From an optimization exercise on the open Yosys and OpenROAD flow, aimed at small area, a short achievable clock period and few clock cycles per item; shortcuts taken in it are not production practice. The RTL was checked by simulation tests, not by an equivalence proof against the original design.

## flow/design.v (module list and top-level ports; edited modules follow where they fit)
// module mul_datapath: 1892 lines
// module mul_fa: 4 lines
// module mul_ha: 4 lines
// module mul_fu: 52 lines
module mul_fu (
    input  logic         i_clk,
    input  logic         i_rst,
    input  logic         i_flush,
    input  logic         issue_valid,
    output logic         issue_ready,
    input  logic [1:0]   mul_op,
    input  logic [31:0]  rs1_v,
    input  logic [31:0]  rs2_v,
    input  logic [5:0]   pd_s,
    input  logic [3:0]   rob_num,
    input  logic [31:0]  instr_pc,
    input  logic [271:0] rvfi_in,
    output logic         fu_done,
    output logic [380:0] fu_data,
    input  logic         ack
);
  // ...
==> flow/run.sh <==
#!/bin/bash
# synth_recipe.tcl (not shown) runs the flow's synth.tcl, then flattens the netlist and writes it again
# the make line also repeats each setting of config.mk as NAME=value (left out here)
make -C /OpenROAD-flow-scripts/flow DESIGN_CONFIG=/design/flow/config.mk WORK_HOME=/design/flow/orfs CLKGATE_MAP_FILE= SYNTH_SCRIPT=/design/flow/synth_recipe.tcl finish
==> flow/config.mk <==
export PLATFORM = sky130hd
export DESIGN_NAME = mul_fu
export DESIGN_NICKNAME = mul_fu
export VERILOG_FILES = /design/flow/design.v
export SDC_FILE = /design/flow/constraint.sdc
export NUM_CORES = 4
export LEC_CHECK = 0
export ABC_AREA = 1
export CAP_MARGIN = 20
export CORE_MARGIN = 2
export CORE_UTILIZATION = 60
export SLEW_MARGIN = 20
export SYNTH_HIERARCHICAL = 1
==> flow/constraint.sdc <==
create_clock -name core_clock -period 9.0 [get_ports {i_clk}]
set_input_delay 1.8000 -clock core_clock [delete_from_list [all_inputs] [get_ports {i_clk}]]
set_output_delay 1.8000 -clock core_clock [all_outputs]
set_load 0.01 [all_outputs]
==> metrics.cfg, run 1 <==
[outcome]
status=no timing/DRC/antenna violations

[finish]
comb.multi_input.count=2804
signal_buffers=792
largest_cell_class=multi-input combinational cells
inverters=383
multiInputGateArea_um2=23900
fin_area_um2=50000
drive_above_1_share_pct=6.35
clock_area_share_pct=3.31

[sta]
tightest_slew_ns=1.17
fin_ws_ns=2.86
slew_headroom_pct=21.7

[critical_path]
path_cells=clkdlybuf4s50_1 > inv_1 > buf_4 > o22ai_1 > xor2_1 > fa_1 > fa_1 > fa_1 > fa_1 > fa_1
r2r_slack_ns=6.11
cp_top_family=adder cells
worst_ep_arrival_time_ns=6.49
slowest_stage=inv_1
crit_required_ns=9.35
slowest_delay_ns=0.72

[synth]
yosysTopAreaCellShare_pct=34.5
synth_cells=3950
yosysMostFrequentCell=nand2_1
synth_compound_area_share_pct=10.5
synthSimpleGateAreaFrac_pct=9.76

[route]
dr_wl_met2_mm=69.5
wl_per_cell_um=30.4
drc=0

[cts]
cts_setup_buffers=0
hold_buffers=0
cts_max_path_buffers=3
clockRootBuffer=clkbuf_16
cts_made_buffers=52
clk_latency_ns=0.65

[global_routing]
use_met1_pct=59.2
busiest_layer=met2

[placed_design]
dpl_cell_area_um2=48300
place_congestion=1.04

Testbench counts, summed over its fixed seeds: cycles 2,056, ops 2,048.
==> run 2: changes to the inputs <==
==> flow/flow/run.sh (new file) <==
#!/bin/bash
# The standard layout (the standard.sh, standard synthesis included), with
# the port buffers that global placement inserts made plain buf_1 cells instead
# of the delay cell the resizer picks by default. Every port still gets one.
set -euo pipefail
export BUFFER_PORTS_ARGS="-buffer_cell sky130_fd_sc_hd__buf_1"
bash standard.sh > standard_flow.log 2>&1
==> flow/standard.sh (new file) <==
#!/bin/bash
# synth_recipe.tcl (not shown) runs the flow's synth.tcl, then flattens the netlist and writes it again
# the make line also repeats each setting of config.mk as NAME=value (left out here)
make -C /OpenROAD-flow-scripts/flow DESIGN_CONFIG=/design/flow/config.mk WORK_HOME=/design/flow/orfs CLKGATE_MAP_FILE= SYNTH_SCRIPT=/design/flow/synth_recipe.tcl "${@:-finish}"
removed: flow/run.sh
==> run 2 against run 1 <==
Against the previous run:
- global-route usage barely moved
- die area unchanged
- non-clock buffer count did not move
- still clean on timing, DRC and antenna
- cell count about the same
- hold slack better by 0.0088 ns
- maximum frequency down 3.9%
- sequential share of layout area rose by 2.6 points
- utilization decreased by 6.2 points
- clock skew down 0.0062 ns
==> metrics.cfg, run 2 <==
[synth]
synth_cells=3950  ; unchanged
avgSynthCellArea_um2=10.4
ys.flop_type=edfxtp_1
yosys-top-cells-count=679 x nand2_1, 498 x xor2_1, 485 x o22ai_1
synth_seq_cells=472
synth_edf_count=471
yosysMostFrequentCell=nand2_1
synthTopCellsByArea=edfxtp_1 35%, fa_1 24%, xor2_1 11%, o22ai_1 7.4%, nand2_1 6.2%
yosysUniqueCellTypes=39
seq_area_frac_synth_pct=34.6
ys_warn_count=8
async_reset_ff_share_pct=0
yosysTopAreaCellShare_pct=34.5  ; unchanged
syn_area_um2=40900
yosysTopAreaCell=edfxtp_1

[finish]
drive_above_1_share_pct=6.26  ; -0.091 points
top_register=u_dp.r_s
final_common_cell=buf_1
regArea_um2=14200
area_growth_pct=11.8
fill_cells=5539
largest_register_ffs=188
reg_top3=u_dp.r_s x188, r_rvfi_hi x176, r_rvfi_lo x64
multiInputGateArea_um2=23900  ; -0.17%
final_cell_mix=685 x buf_1, 670 x nand2_1, 498 x xor2_1, 485 x o22ai_1, 481 x fa_1
fin_area_um2=45800  ; -8.4%
instances_no_fill=5446
finalNetCount=5481

[critical_path]
path_cells=clkbuf_2 > buf_4 > nor2_1 > a21oi_2 > o22ai_1 > xor2_1 > fa_1 > fa_1 > fa_1 > fa_1 > fa_1
cp_top_family=adder cells
crit_type=primary input to register
path_common_cell=fa_1
end_kind=register
crit_required_ns=9.37  ; +0.02 ns
path_buf_inv=2
slowest_delay_ns=0.89  ; +0.17 ns
worst_ep_arrival_time_ns=6.76  ; +0.27 ns
slowest_stage=a21oi_2
worst-path-max-fanout=24
worstSetupStartpointType=primary input

[sta]
clock_skew_ns=0.0158
min_period_over_period_pct=71.0
slew_violations=0
setup-violations-final=0
finalHoldViolCount=0
slew_headroom_pct=18.2  ; -3.6 points
fmax_mhz=156
timing.setup.tns_ns=0
rsz0062_at_grt=no
min_period_ns=6.39
tightest_slew_ns=1.23  ; +0.0547 ns

[global_routing]
overflow=0
grt_max_degree=157
grt_pass1_vias=33000
grt_usage_pct=46.4
antenna_found_initial=40
grt_pass1_wl_mm=230

[route]
wl_per_cell_um=30.5  ; +0.11%
vias_per_cell=6.40
wirelength_mm=166
first_iter_violations=5427
drc=0  ; unchanged
dr.pass1.iters=10
drtAntennaViolNets=0
dr_total_vias=34900

[hold_path]
worstHoldPathType=register to register

[cts]
cts_max_path_buffers=3  ; unchanged
clk_pin_slew_ns=0.06
hold_buffers=0  ; unchanged
cts.htree.levels=2
cts_sinks=472
clk_latency_ns=0.65  ; about the same
cts_made_buffers=53  ; +1.9%
clockRootBuffer=clkbuf_16
cts_tree=yes
ctsResizeCount=0
cts_setup_buffers=0  ; unchanged

[floorplan]
fp-row-count=95
core_um2=67400
io_pins=768
floorplan.initialDensity_pct=60.8
die_width_um=265
die_h_um=265
dieArea_um2=70400

[placed_design]
port_buffers=700
dpl_cell_area_um2=43900  ; -9.0%
dp.cells=5324
place_congestion=1.02  ; -1.6%
hpwl_mm=125

[outcome]
status=no timing/DRC/antenna violations

[job]
drv_cap=0

==> run 2: cell counts after synthesis <==
Identical to the previous run, type by type.
==> run 2: cell families after synthesis <==
kind of cell / synth area share, %
buffers and inverters: 7.61
and+or+nand+nor: 9.76
AOI/OAI and AO/OA: 10.5
xor gates and xnor gates: 10.7
other: 0.0183
DFF: 34.6
adders and majority gates: 26.8
==> run 2: layout make-up <==
type,count,area share [%]
multi-input combinational,2804,52.2
sequential,472,30.9
timing repair buffer,792,7.32
inverter,383,3.14
clock buffer,67,3.01
tap,873,2.39
clock inverter,32,0.888
antenna,23,0.126
==> run 2: worst paths after layout <==
path                 start       endpoint  slack (ns)  depth (start not counted)
setup / recovery  rs2_v[9]   u_dp.r_s[99]        2.61                         11
hold / removal     r_valid  r_rvfi_hi[21]        0.82                          1
setup reg to reg   r_valid  r_rvfi_hi[81]        6.22                          3
hold reg to reg    r_valid  r_rvfi_hi[21]        0.82                          1
==> run 2: modules after synthesis, one instance, submodules excluded <==
| module | cells | area, um2 |
|---|---|---|
| mul_datapath | 3065 | 21700 |
| mul_fu | 358 | 9030 |
| mul_fa | 1 | 20.0 |
| mul_ha | 1 | 12.5 |
==> run 2: stage by stage <==
| stage | util [%] | hold WS, ns | worst slack, ns |
|---|---|---|---|
| final | 67.9 | 0.825 | 2.61 |
| after CTS | 67.9 | 0.817 | 2.87 |
| after detailed placement | 65.2 | 0.805 | 2.19 |
| after global placement | 65.2 | 0.803 | 2.24 |
| after floorplan | - | 1.90 | 2.18 |
| after global routing | 67.9 | 0.833 | 2.55 |
==> run 2: metal layers <==
metal	up-vias	wire length (um)	global-route usage, %	share of wire, %
li1	14300	-	-	-
met1	16900	60200	61.2	36
met2	3062	67400	64.0	41
met3	582	29800	24.4	18
met4	20	8280	18.9	5.0
met5	-	189	1.87	0.11
==> run 3: changes to the inputs <==
--- a/flow/config.mk
+++ b/flow/config.mk
@@ -9,5 +9,7 @@
 export CAP_MARGIN = 20
 export CORE_MARGIN = 2
 export CORE_UTILIZATION = 60
+export CTS_BUF_LIST = sky130_fd_sc_hd__clkbuf_4 sky130_fd_sc_hd__clkbuf_8
+export SETUP_SLACK_MARGIN = 4
 export SLEW_MARGIN = 20
 export SYNTH_HIERARCHICAL = 1
==> run 3 against run 2 <==
Against the previous run:
- count of clock-buffer cells in the layout increased by 34
- clock skew increased by 0.044 ns
- register-to-register slack got worse by 0.15 ns
- critical endpoint is now fu_data[95]
- critical path type is now register to output port
- utilization increased by 7.0 points
==> metrics.cfg, run 3 <==
[finish]
fill_cells=4754  ; -14%
drive_above_1_share_pct=22.8  ; +17 points
top_register=u_dp.r_s
final_cell_mix=610 x buf_1, 496 x xor2_1, 471 x edfxtp_1, 459 x o22ai_1, 457 x nand2_1
finalNetCount=5627  ; +2.7%
regArea_um2=14200  ; unchanged
final_common_cell=buf_1
reg_top3=u_dp.r_s x188, r_rvfi_hi x176, r_rvfi_lo x64
area_growth_pct=23.4
multiInputGateArea_um2=27000  ; +13%
largest_register_ffs=188  ; unchanged

[route]
wl_per_cell_um=30.9  ; +1.5%
vias_per_cell=6.47  ; +1.1%
wirelength_mm=173  ; +4.4%
first_iter_violations=5285  ; -2.6%
drtAntennaViolNets=0  ; unchanged
dr_total_vias=36200  ; +4.0%
drc=0  ; unchanged
dr.pass1.iters=6  ; -4

[critical_path]
crit_required_ns=7.20  ; -2.17 ns
r2r-start=r_valid
path_cells=fa_2 > ha_4 > nand2_2 > nand2_1 > inv_1 > nand2_2 > nand2_2 > nand2_2 > a21oi_2 > nand2_2 > nand2_2 > nand2_1 > nand2_1 > nand3_2 > nand2_4 > buf_6
path_common_cell=nand2_2
r2r_cells=4  ; +1
cp_top_family=simple AND/OR/NAND/NOR gates
slowest_stage=fa_2
r2r_slack_ns=6.07  ; -0.15 ns
r2r_end=r_instr_pc[26]
worstSetupStartpointType=register
slowest_delay_ns=0.71  ; -0.18 ns
path_buf_inv=2  ; unchanged
worst_ep_arrival_time_ns=3.45  ; -3.31 ns
crit_type=register to output port
worst-path-max-fanout=4  ; -83%
end_kind=output port

[job]
drv_cap=0  ; unchanged

[hold_path]
worstHoldPathType=register to register
hold_path.startpoint=r_valid
holdPathStages=1  ; unchanged
hold_end=r_rob_num[1]

[floorplan]
die_width_um=265  ; unchanged
fp-row-count=95  ; unchanged
dieArea_um2=70400  ; unchanged
die_h_um=265  ; unchanged
core_um2=67400  ; unchanged
floorplan.initialDensity_pct=60.8  ; unchanged
io_pins=768  ; unchanged

[sta]
clock_skew_ns=0.0602  ; +0.0444 ns
setup-violations-final=0  ; unchanged
finalHoldViolCount=0  ; unchanged
fmax_mhz=190  ; +22%
timing.setup.tns_ns=0  ; unchanged
slew_headroom_pct=27.8  ; +9.7 points
tightest_slew_ns=1.08  ; -0.145 ns
min_period_ns=5.25  ; -1.14 ns
rsz0062_at_grt=yes
min_period_over_period_pct=58.3  ; -13 points
slew_violations=0  ; unchanged
fin_ws_ns=3.75  ; +1.14 ns

[synth]
synth_cells=3950  ; unchanged
ys_warn_count=8  ; unchanged
seq_area_frac_synth_pct=34.6  ; unchanged
yosys-top-cells-count=679 x nand2_1, 498 x xor2_1, 485 x o22ai_1
async_reset_ff_share_pct=0  ; unchanged
yosysTopAreaCell=edfxtp_1
synth_edf_count=471  ; unchanged
yosysUniqueCellTypes=39  ; unchanged
syn_area_um2=40900  ; unchanged
yosysMostFrequentCell=nand2_1
avgSynthCellArea_um2=10.4  ; unchanged
synthTopCellsByArea=edfxtp_1 35%, fa_1 24%, xor2_1 11%, o22ai_1 7.4%, nand2_1 6.2%
synth_seq_cells=472  ; unchanged
ys.flop_type=edfxtp_1
yosysTopAreaCellShare_pct=34.5  ; unchanged

[cts]
cts_sinks=472  ; unchanged
clk_latency_ns=0.71  ; +0.06 ns
clk_pin_slew_ns=0.06  ; about the same
cts_made_buffers=80  ; +51%
cts.htree.levels=3  ; +1
hold_buffers=0  ; unchanged
cts_tree=yes
clockRootBuffer=clkbuf_8
cts_max_path_buffers=3  ; unchanged

[placed_design]
port_buffers=700  ; unchanged
hpwl_mm=122  ; -2.3%
place_ws_ns=2.33  ; +0.135 ns
place_congestion=1.01  ; -0.55%

[global_routing]
grt_pass1_vias=34400  ; +4.4%
overflow=0  ; unchanged
grt_usage_pct=47.1  ; +0.75 points
grt_max_degree=156  ; -0.64%
grt_pass1_wl_mm=236  ; +2.4%
antenna_found_initial=33  ; -18%

[outcome]
status=no timing/DRC/antenna violations

==> run 3: how the worst max path moves through the flow <==
stage / startpoint / endpoint / slack [ns] / depth (start not counted)
2_1_floorplan: ack / issue_ready / 3.51 / 2
3_3_place_gp: rs2_v[11] / u_dp.r_s[93] / 2.37 / 12
3_5_place_dp: rs2_v[11] / u_dp.r_s[93] / 2.33 / 12
4_1_cts: u_dp.r_s[76] / fu_data[353] / 3.80 / 13
5_1_grt: u_dp.r_s[50] / fu_data[91] / 3.68 / 16
6_report: u_dp.r_s[50] / fu_data[95] / 3.75 / 16
==> run 3: routing by layer <==
| metal | vias up | GRT usage (%) | routed length, um |
|---|---|---|---|
| met5 | - | 6.31 | 496 |
| met4 | 22 | 21.7 | 10300 |
| met3 | 706 | 23.6 | 30700 |
| met2 | 3310 | 65.7 | 71600 |
| met1 | 17600 | 61.0 | 60200 |
| li1 | 14600 | - | - |
==> run 3: final cells by class <==
class                   count  share of cell area [%]
diodes                     23                   0.114
clock buffers             101                    2.49
clock inverters            38                   0.691
inverters                 383                    2.97
multi-input cells        2810                    53.4
flip-flops and latches    472                    28.0
well taps                 873                    2.16
repair buffers            905                    10.1
==> run 3: Yosys stat by module, one instance, submodules excluded <==
module	area (um2)	flip-flops and latches	copies in the design
mul_datapath	21700	189	1
mul_fu	9030	283	1
mul_fa	20.0	0	481
mul_ha	12.5	0	46
==> run 3: metrics by stage <==
stage / hold slack [ns] / std cells / util [%] / area (um2)
2_1_floorplan: 1.90 / 3999 / - / 42000
3_3_place_gp: 0.804 / 5317 / 65.8 / 44400
3_5_place_dp: 0.816 / 5317 / 65.8 / 44400
4_1_cts: 0.815 / 5514 / 71.9 / 48500
5_1_grt: 0.839 / 5598 / 74.9 / 50500
6_report: 0.834 / 5605 / 75.0 / 50500
==> run 3: kinds of logic after synthesis <==
logic type      Yosys count  synth area share [%]
xor+xnor                499                  10.7
other cells               2                0.0183
flops                   472                  34.6
buf+inv                 723                  7.61
compound gates          698                  10.5
simple gates            966                  9.76
fa+ha+maj               590                  26.8
==> run 3: what timing repair did <==
item / in CTS / in global routing
gates resized for setup: 506 / 390
pin swaps: 98 / 169
gates cloned: 2 / 10
endpoints found under the setup margin: 159 / 99
buffers inserted: 56 / 58
hold endpoints to repair: 0 / 0

-- separate check: timing with driven ports --
No port has a modelled driver above. Below, the same layouts with a new extraction and two added sets of constraints.
Step 1: set_driving_cell puts a clkbuf_16 on i_clk and a buf_2 on each other input, an assumption about the parent block.
Step 2 times the ports against the registers' clock, not the clock port: input delays grow and output delays shrink by t, the midpoint of the rising clock arrivals with the driver on.
Three values: ideal, step 1, step 2; two values: the first two.
| run | t (ns) | setup slack, ns | latest minus earliest clock arrival (ns) | worst register clock-pin slew, ns | pins driven straight from the clock port |
|---|---|---|---|---|---|
| run 1 | 0.704 | 2.861 / 2.823 / 2.205 | 0.033 / 0.033 | 0.07 / 0.07 | 1 |
| run 2 | 0.706 | 2.610 / 2.658 / 1.951 | 0.027 / 0.027 | 0.07 / 0.07 | 1 |
| run 3 | 0.760 | 3.749 / 3.681 / 3.208 | 0.084 / 0.083 | 0.08 / 0.08 | 1 |
After both steps setup and hold are still met in every run listed. For run 2, which loses most, drivers alone change the setup slack by +0.048 ns; drivers and shift together by -0.659 ns.
